Background: an optimization exercise with open tools, aiming at small area, a short achievable clock period and few clock cycles. Do not read the settings as production practice. In this exercise RTL edits were held to simulation tests only and were not proved equivalent to the original. Power is estimated from default activity; no workload was simulated.

## yarrow
## rv_core
module rv_core (
    input  logic        clk,
    input  logic        rst_n,
    input  logic [31:0] i_imem_rdata,
    input  logic        i_imem_stall,
    output logic [29:0] o_imem_addr,
    output logic [31:0] o_pc,
    output logic        o_wb_valid,
    output logic [4:0]  o_wb_rd,
    output logic [31:0] o_wb_data
);
    logic [29:0] pc_q;
    logic [31:0] iw;
    assign o_imem_addr = pc_q;
    assign o_pc        = {pc_q, 2'b00};
    assign iw = {i_imem_rdata[7:0], i_imem_rdata[15:8],
                 i_imem_rdata[23:16], i_imem_rdata[31:24]};
    always_ff @(posedge clk or negedge rst_n) begin
        if (!rst_n) pc_q <= '0;
        else if (!i_imem_stall) pc_q <= pc_q + 30'd1;
    end
    logic        f_wen;         
    logic        f_isop;        
    logic [31:20] f_hi;         
    logic [14:7] f_lo;          
    logic [3:0]  f_r1h, f_r2h;  
    logic [7:0]  f_r1l, f_r2l;  
    logic        f_fa, f_fb;    
    logic        f_w1, f_w2;    
    logic        e_wen;         
    logic [4:0]  e_rd;
    logic        i_exec, i_isop, i_fa, i_fb, i_w1, i_w2;
    logic [4:0]  i_rs1, i_rs2;
    assign i_rs1  = iw[19:15];
    assign i_rs2  = iw[24:20];
    assign i_isop = iw[5];
    assign i_exec = (iw[6:0] == 7'b0110011 || iw[6:0] == 7'b0010011);
    assign i_fa = f_wen && (f_lo[11:7] == i_rs1);
    assign i_fb = f_wen && (f_lo[11:7] == i_rs2) && i_isop;
    assign i_w1 = !i_fa && e_wen && (e_rd == i_rs1);
    assign i_w2 = !i_fb && e_wen && (e_rd == i_rs2) && i_isop;
    always_ff @(posedge clk or negedge rst_n) begin
        if (!rst_n) f_wen <= 1'b0;
        else f_wen <= !i_imem_stall && (iw[11:7] != 5'd0) && i_exec;
    end
    always_ff @(posedge clk) begin
        f_isop <= i_isop;
  ...
clock: 6.0 ns
lec_check: 0
cap_margin: 20
cell_pad_in_sites_detail_placement: 1
cell_pad_in_sites_global_placement: 1
core_margin: 2
core_utilization: 40
cts_cluster_diameter: 80
cts_cluster_size: 25
place_density: 0.55
setup_slack_margin: 3.6
slew_margin: 20
synth_hierarchical: 1
synth_minimum_keep_size: 0
run.sh (not shown) runs the stock make flow with config.mk's settings and CLKGATE_MAP_FILE= SYNTH_SCRIPT=/design/flow/synth_recipe.tcl, a recipe that flattens the netlist after the stock synthesis.
Testbench counts of yarrow, summed over its fixed seeds: cycles 18,269.
Here is what was changed in the inputs of nickel compared with yarrow.
# yarrow
export LEC_CHECK = 0
export CAP_MARGIN = 20
export CELL_PAD_IN_SITES_DETAIL_PLACEMENT = 1
export CELL_PAD_IN_SITES_GLOBAL_PLACEMENT = 1
export CORE_MARGIN = 2
export CORE_UTILIZATION = 40
export CTS_CLUSTER_DIAMETER = 80
export CTS_CLUSTER_SIZE = 25
export PLACE_DENSITY = 0.55
export SETUP_SLACK_MARGIN = 3.6
export SLEW_MARGIN = 20
export SYNTH_HIERARCHICAL = 1
export SYNTH_MINIMUM_KEEP_SIZE = 0
create_clock -name core_clock -period 6.0 [get_ports {clk}]
# nickel
export LEC_CHECK = 0
export CAP_MARGIN = 20
export CELL_PAD_IN_SITES_DETAIL_PLACEMENT = 1
export CELL_PAD_IN_SITES_GLOBAL_PLACEMENT = 1
export CORE_MARGIN = 2
export CORE_UTILIZATION = 40
export CTS_CLUSTER_DIAMETER = 80
export CTS_CLUSTER_SIZE = 25
export PLACE_DENSITY = 0.55
export SETUP_SLACK_MARGIN = 3.3
export SLEW_MARGIN = 20
export SYNTH_HIERARCHICAL = 1
export SYNTH_MINIMUM_KEEP_SIZE = 0
create_clock -name core_clock -period 6.0 [get_ports {clk}]
--- outcome ---
- nickel vs. yarrow: global routing usage on met2 now smaller, met1 global-route usage now smaller, routed length on met3 now smaller, final critical-path setup slack now smaller, clock group share of total power now larger.
- Summary of the comparison: final clock period utilization by the worst path is higher in nickel, relative to yarrow.
- nickel: total length of routed wires 6.3% below yarrow
#### Input delta (harbor over nickel)
# nickel
export LEC_CHECK = 0
export CAP_MARGIN = 20
export CELL_PAD_IN_SITES_DETAIL_PLACEMENT = 1
export CELL_PAD_IN_SITES_GLOBAL_PLACEMENT = 1
export CORE_MARGIN = 2
export CORE_UTILIZATION = 40
export CTS_CLUSTER_DIAMETER = 80
export CTS_CLUSTER_SIZE = 25
export PLACE_DENSITY = 0.55
export SETUP_SLACK_MARGIN = 3.3
export SLEW_MARGIN = 20
export SYNTH_HIERARCHICAL = 1
export SYNTH_MINIMUM_KEEP_SIZE = 0
create_clock -name core_clock -period 6.0 [get_ports {clk}]
# harbor
export LEC_CHECK = 0
export CAP_MARGIN = 20
export CELL_PAD_IN_SITES_DETAIL_PLACEMENT = 1
export CELL_PAD_IN_SITES_GLOBAL_PLACEMENT = 1
export CORE_MARGIN = 2
export CORE_UTILIZATION = 40
export CTS_CLUSTER_DIAMETER = 80
export CTS_CLUSTER_SIZE = 25
export PLACE_DENSITY = 0.55
export SETUP_SLACK_MARGIN = 3.15
export SLEW_MARGIN = 20
export SYNTH_HIERARCHICAL = 1
export SYNTH_MINIMUM_KEEP_SIZE = 0
create_clock -name core_clock -period 6.0 [get_ports {clk}]
==> comparison <==
Timing startpoint of the critical path: f_r2l[7]$_DFF_P_ -> harbor, e_sll$_DFF_P_ -> nickel
Delta (harbor minus nickel): post-layout instance area went down 2.0%; first-pass GRT wire length down 0.85%; post-route core utilization went down 0.95 points.
The via count reported for harbor is lower than the one for nickel.
Re non-clock inverter instance count of the final layout: no difference whatsoever between harbor and nickel.
[inputs] tundra vs harbor
# harbor
export LEC_CHECK = 0
export CAP_MARGIN = 20
export CELL_PAD_IN_SITES_DETAIL_PLACEMENT = 1
export CELL_PAD_IN_SITES_GLOBAL_PLACEMENT = 1
export CORE_MARGIN = 2
export CORE_UTILIZATION = 40
export CTS_CLUSTER_DIAMETER = 80
export CTS_CLUSTER_SIZE = 25
export PLACE_DENSITY = 0.55
export SETUP_SLACK_MARGIN = 3.15
export SLEW_MARGIN = 20
export SYNTH_HIERARCHICAL = 1
export SYNTH_MINIMUM_KEEP_SIZE = 0
create_clock -name core_clock -period 6.0 [get_ports {clk}]
# tundra
export LEC_CHECK = 0
export CAP_MARGIN = 20
export CELL_PAD_IN_SITES_DETAIL_PLACEMENT = 1
export CELL_PAD_IN_SITES_GLOBAL_PLACEMENT = 1
export CORE_MARGIN = 2
export CORE_UTILIZATION = 47
export CTS_CLUSTER_DIAMETER = 80
export CTS_CLUSTER_SIZE = 25
export PLACE_DENSITY = 0.6
export SETUP_SLACK_MARGIN = 3.15
export SLEW_MARGIN = 20
export SYNTH_HIERARCHICAL = 1
export SYNTH_MINIMUM_KEEP_SIZE = 0
create_clock -name core_clock -period 6.0 [get_ports {clk}]
## What came out
- Delta (tundra minus harbor): share of the cycle needed by the critical path after routing rose by 2.0 points, total number of multi-input combinational cells now sits at about the same level.
- harbor has lower fraction of met2 tracks used by global routing than tundra.
- Summary of tundra over harbor: synthesized cell count was more or less identical; die extent in x went down by about 8%.
Input changes introduced in lagoon (baseline for comparison: tundra):
# tundra
export LEC_CHECK = 0
export CAP_MARGIN = 20
export CELL_PAD_IN_SITES_DETAIL_PLACEMENT = 1
export CELL_PAD_IN_SITES_GLOBAL_PLACEMENT = 1
export CORE_MARGIN = 2
export CORE_UTILIZATION = 47
export CTS_CLUSTER_DIAMETER = 80
export CTS_CLUSTER_SIZE = 25
export PLACE_DENSITY = 0.6
export SETUP_SLACK_MARGIN = 3.15
export SLEW_MARGIN = 20
export SYNTH_HIERARCHICAL = 1
export SYNTH_MINIMUM_KEEP_SIZE = 0
create_clock -name core_clock -period 6.0 [get_ports {clk}]
# lagoon
export LEC_CHECK = 0
export CAP_MARGIN = 20
export CELL_PAD_IN_SITES_DETAIL_PLACEMENT = 1
export CELL_PAD_IN_SITES_GLOBAL_PLACEMENT = 1
export CORE_MARGIN = 2
export CORE_UTILIZATION = 40
export CTS_CLUSTER_DIAMETER = 70
export CTS_CLUSTER_SIZE = 20
export PLACE_DENSITY = 0.55
export SETUP_SLACK_MARGIN = 3.15
export SLEW_MARGIN = 20
export SYNTH_HIERARCHICAL = 1
export SYNTH_MINIMUM_KEEP_SIZE = 0
create_clock -name core_clock -period 6.0 [get_ports {clk}]
==> notes.md <==
lagoon reports a higher share of cells above drive strength 1 than tundra does. Delta (lagoon minus tundra): post-synthesis to final-layout area growth grew by 2.6 points; core region area rose about 18%.
Setup changes, lagoon to maple
# lagoon
export LEC_CHECK = 0
export CAP_MARGIN = 20
export CELL_PAD_IN_SITES_DETAIL_PLACEMENT = 1
export CELL_PAD_IN_SITES_GLOBAL_PLACEMENT = 1
export CORE_MARGIN = 2
export CORE_UTILIZATION = 40
export CTS_CLUSTER_DIAMETER = 70
export CTS_CLUSTER_SIZE = 20
export PLACE_DENSITY = 0.55
export SETUP_SLACK_MARGIN = 3.15
export SLEW_MARGIN = 20
export SYNTH_HIERARCHICAL = 1
export SYNTH_MINIMUM_KEEP_SIZE = 0
create_clock -name core_clock -period 6.0 [get_ports {clk}]
# maple
export LEC_CHECK = 0
export CAP_MARGIN = 20
export CELL_PAD_IN_SITES_DETAIL_PLACEMENT = 1
export CELL_PAD_IN_SITES_GLOBAL_PLACEMENT = 1
export CORE_MARGIN = 2
export CORE_UTILIZATION = 42
export CTS_CLUSTER_DIAMETER = 80
export CTS_CLUSTER_SIZE = 25
export PLACE_DENSITY = 0.58
export SETUP_SLACK_MARGIN = 3.2
export SLEW_MARGIN = 20
export SYNTH_HIERARCHICAL = 1
export SYNTH_MINIMUM_KEEP_SIZE = 0
create_clock -name core_clock -period 6.0 [get_ports {clk}]
[summary]
- For the first-pass GRT wire length, maple came in 10 mm lower than lagoon did.
- maple ended with more register share of the cell area than lagoon.
- Number of well-tap cells placed shrinks by a few percent when moving from lagoon to maple.
- Overall die height, lagoon and maple: higher on lagoon

## static timing again, ports no longer ideal
The results above use ideal ports. As a check the final layouts listed here were re-extracted and re-timed, cells and wires unchanged. Step 1: set_driving_cell puts a clkbuf_16 on clk and a buf_2 on each other input, an assumption about the parent block. Step 2, shift: input delay + t, output delay - t, t = (earliest + latest rising clock arrival at the registers) / 2. This alone moves slack from input paths to output paths. Slacks: no drivers / after step 1 / after step 2; pairs: no drivers / after step 1.
run	t (ns)	setup slack, ns	worst register clock-pin slew, ns	cell pins on the clock port's net
yarrow	0.808	3.221 / 3.221 / 2.873	0.11 / 0.11	1
nickel	0.792	3.181 / 3.181 / 2.794	0.11 / 0.11	1
harbor	0.788	3.133 / 3.107 / 2.803	0.11 / 0.11	1
tundra	0.758	3.013 / 3.013 / 2.666	0.10 / 0.10	1
lagoon	0.822	3.092 / 3.092 / 2.779	0.09 / 0.09	1
maple	0.781	3.083 / 3.083 / 2.745	0.11 / 0.11	1
After both steps every run listed still meets setup and hold. The setup slack of nickel, which loses most, moves by 0.000 ns with the drivers and by -0.387 ns with both steps.
